This design comes from an exercise in tuning for small area, a short achievable clock period and few clock cycles per item on the open sky130 flow, not from production work. RTL that was checked went through simulation tests only; none was proved equivalent to the original.

rev 12:
Design servo_ramp_trigger_controller_unit, start of the top module:
module servo_ramp_trigger_controller_unit (
   input  wire         clock,
   input  wire         reset,
   input  wire         req_tvalid,
   output logic        req_tready,
   input  wire  [55:0] req_tdata,
   output logic        rsp_tvalid,
   input  wire         rsp_tready,
   output logic [31:0] rsp_tdata,
   input  wire         csr_valid,
   output logic        csr_ready,
   input  wire  [7:0]  csr_index,
   input  wire  [10:0] csr_data
);
   logic               bistable_mode_ff;
   logic               trigger_active_low_ff;
   logic [US_W-1:0]    min_pulse_us_ff;
   logic [US_W-1:0]    pulse_span_us_ff;
   logic               adv;
   logic               in_fire;
   logic               v1;
   logic               v2;
   logic               v3;
   logic               act;
   logic [DELTA_W-1:0] delta;
   logic [CODE_W-1:0]  state_code;
   logic [POS_W-1:0]   phase;
   logic [PULSE_W-1:0] rsp_pulse_us;
   logic [CODE_W-1:0]  rsp_ramp_state;
   logic [POS_W-1:0]   rsp_phase;
   assign csr_ready = !reset;
   always_ff @(posedge clock) begin
      if (reset) begin
         bistable_mode_ff      <= 1'b1;
         trigger_active_low_ff <= 1'b1;
         min_pulse_us_ff       <= MIN_PULSE_RESET;
         pulse_span_us_ff      <= PULSE_SPAN_RESET;
      end else if (csr_valid) begin
         case (csr_index)
            CSR_BISTABLE_MODE:      bistable_mode_ff      <= csr_data[0];
            CSR_TRIGGER_ACTIVE_LOW: trigger_active_low_ff <= csr_data[0];
  ...
export LEC_CHECK = 0
export CAP_MARGIN = 20
export CORE_MARGIN = 2
export CORE_UTILIZATION = 40
export SLEW_MARGIN = 20
create_clock -name core_clock -period 9.5 [get_ports {clock}]
run.sh (not shown) runs the stock make flow with config.mk's settings and CLKGATE_MAP_FILE= SYNTH_SCRIPT=/design/flow/synth_recipe.tcl, a recipe that flattens the netlist after the stock synthesis.
> inputs changed (rev 12 -> rev 13)
-- flow/config.mk --
<<< rev 12, line 9
export CORE_MARGIN = 2
export CORE_UTILIZATION = 40
export SLEW_MARGIN = 20
>>> rev 13, line 9
export CORE_MARGIN = 2
export CORE_UTILIZATION = 40
export SETUP_SLACK_MARGIN = 5
export SLEW_MARGIN = 20
==> comparison <==
- The non-clock buffer instance count of the final layout of rev 13 exceeds that of rev 12 by 83.
- The fraction of area in clock buffers and inverters number comes out lower for rev 13 vs rev 12.
- The tightest hold margin reported for rev 13 is greater than that of rev 12 by 0.019 ns.
No run of this note included a check of the RTL's function; only the layout flow was run.


servo_ramp_trigger_controller_unit, a different RTL version from the one above (not shown whole).
Size in the first run: about 4000 cells after synthesis, ~120 I/O pins, ~0.034 mm2 of cells after synthesis.
Settings: LEC_CHECK=0, ABC_AREA=1, CAP_MARGIN=20, CORE_MARGIN=2, CORE_UTILIZATION=40, CTS_BUF_LIST=sky130_fd_sc_hd__clkbuf_8 sky130_fd_sc_hd__clkbuf_16, CTS_CLUSTER_DIAMETER=80, CTS_CLUSTER_SIZE=36, PLACE_DENSITY=0.72, SETUP_SLACK_MARGIN=5, SLEW_MARGIN=20, SYNTH_HIERARCHICAL=1; clock period 9.5 ns.
standard.sh (not shown) runs the stock make flow with config.mk's settings and CLKGATE_MAP_FILE= SYNTH_SCRIPT=/design/flow/synth_recipe.tcl, a recipe that flattens the netlist after the stock synthesis.
==> flow/flow/run.sh <==
#!/bin/bash
# The standard layout with two changes: the port buffers are plain
# sky130_fd_sc_hd__buf_1 cells (every port still gets one), and one netlist
# clean-up runs between synthesis and floorplan: flow/polarity.py removes
# inverters between full adders by choosing each full adder's polarity
# (registers and all other cells stay as the standard synthesis made them).
# Each tool's output goes to its own log.
set -u
cp standard.sh standard_sh_copy.txt
bash standard.sh synth > std_synth.log 2>&1 || exit 1
R=orfs/results/${FLOW_PLATFORM}/servo_ramp_trigger_controller_unit/base
cp $R/1_2_yosys.v yosys_netlist_before_polarity.v
if python3 flow/polarity.py $R/1_2_yosys.v polarity_out.v > polarity.log 2>&1; then
   cp polarity_out.v $R/1_2_yosys.v
   touch $R/1_2_yosys.v
fi
export BUFFER_PORTS_ARGS="-buffer_cell sky130_fd_sc_hd__buf_1"
bash standard.sh "BUFFER_PORTS_ARGS=-buffer_cell sky130_fd_sc_hd__buf_1" finish > std_finish.log 2>&1 || exit 1
Other scripts of this flow, unchanged in this note and not shown: flow/flow/polarity.py
Testbench counts at the start, summed over its fixed seeds: cycles 8,160, items 8,000.
Next try:
--- a/flow/config.mk
+++ b/flow/config.mk
@@ -15 +14,0 @@
-export PLACE_DENSITY = 0.72
Cell area stays flat.
Clock-buffer cell count is lower by 4.
Critical path depth is unchanged.
Sequential cell count does not change.
Global-route usage is higher by 1.1 points.
Wire length is higher by 4.2%.
Synthesized cell count does not change.
Worst hold slack gains 0.016 ns.


maple:
servo_ramp_trigger_controller_unit, a different RTL version from the one above (not shown whole).
For scale: about 3400 cells after synthesis, roughly 210 flip-flops, ~120 I/O pins, ~29000 um^2 of cells after synthesis.
Design servo_ramp_trigger_controller_unit, start of the top module:
module servo_ramp_trigger_controller_unit (
   input  wire         clock,
   input  wire         reset,
   input  wire         req_tvalid,
   output logic        req_tready,
   input  wire  [55:0] req_tdata,
   output logic        rsp_tvalid,
   input  wire         rsp_tready,
   output logic [31:0] rsp_tdata,
   input  wire         csr_valid,
   output logic        csr_ready,
   input  wire  [7:0]  csr_index,
   input  wire  [10:0] csr_data
);
make LEC_CHECK=0 CAP_MARGIN=20 CORE_MARGIN=2 CORE_UTILIZATION=40 SETUP_SLACK_MARGIN=5 SLEW_MARGIN=20 finish   # period 9.5 ns
run.sh (not shown) runs the stock make flow with config.mk's settings and CLKGATE_MAP_FILE= SYNTH_SCRIPT=/design/flow/synth_recipe.tcl, a recipe that flattens the netlist after the stock synthesis.
Stock flow here: none of the scripts above is used.
Per the final summary, maple finished and its layout is clean on timing, DRC and antenna.
Testbench counts of maple, summed over its fixed seeds: cycles 8,096, items 8,000.
Here is what was changed in the inputs of raven compared with maple.
--- a/flow/config.mk
+++ b/flow/config.mk
@@ -12,0 +13 @@
+export SYNTH_HIERARCHICAL = 1
--- outcome ---
- Comparing all-layer global routing usage for raven and maple, the bigger number came from raven.
- maple → raven: highest clock frequency the design can meet went up 10%; worst-path maximum fanout +2.
- Compare raven and maple | placement-stage worst setup slack lower: maple
- Post-detailed-placement cell area of raven exceeds that of maple by a few percent.
- Compare raven and maple | initial antenna violation count lower: raven
- Met2 track demand over resource (higher): raven
- Going from maple to raven, sum of routed wire length over all layers climbed 7.5%; highest cell delay on the worst timing path dropped 0.15 ns.
- [diff] synthesized area, raven relative to maple: regression

==> afterwards: timing with drivers on the ports <==
No port has a modelled driver above. Below, the same layouts with a new extraction and two added sets of constraints. Step 1 (the two cells are an assumption about what drives the block):
set clk [get_ports {clock}]
set_driving_cell -lib_cell sky130_fd_sc_hd__clkbuf_16 $clk
set_driving_cell -lib_cell sky130_fd_sc_hd__buf_2 [delete_from_list [all_inputs] $clk]
Step 2 also shifts input and output timing later by t, the mid clock arrival at the registers, as if the neighbouring blocks saw the same clock. a / b / c = no drivers / after step 1 / after step 2; a / b = the first two.
| run | t (ns) | setup WS [ns] | worst setup path after step 2 | clock arrival spread, ns |
|---|---|---|---|---|
| rev 12 | 0.603 | 1.959 / 1.959 / 1.959 | register to register | 0.033 / 0.033 |
| rev 13 | 0.615 | 3.216 / 3.216 / 3.216 | register to register | 0.023 / 0.023 |
| the first run of note 2 | 0.672 | 5.060 / 5.039 / 4.895 | input to register | 0.054 / 0.054 |
| the second run of note 2 | 0.659 | 5.039 / 5.016 / 5.016 | input to output | 0.051 / 0.050 |
| maple | 0.619 | 3.628 / 3.621 / 3.003 | input to register | 0.017 / 0.017 |
| raven | 0.632 | 4.163 / 4.097 / 3.568 | input to register | 0.020 / 0.020 |
After both steps setup and hold are still met in every run listed. For maple, which loses most, drivers alone change the setup slack by -0.007 ns; drivers and shift together by -0.625 ns.
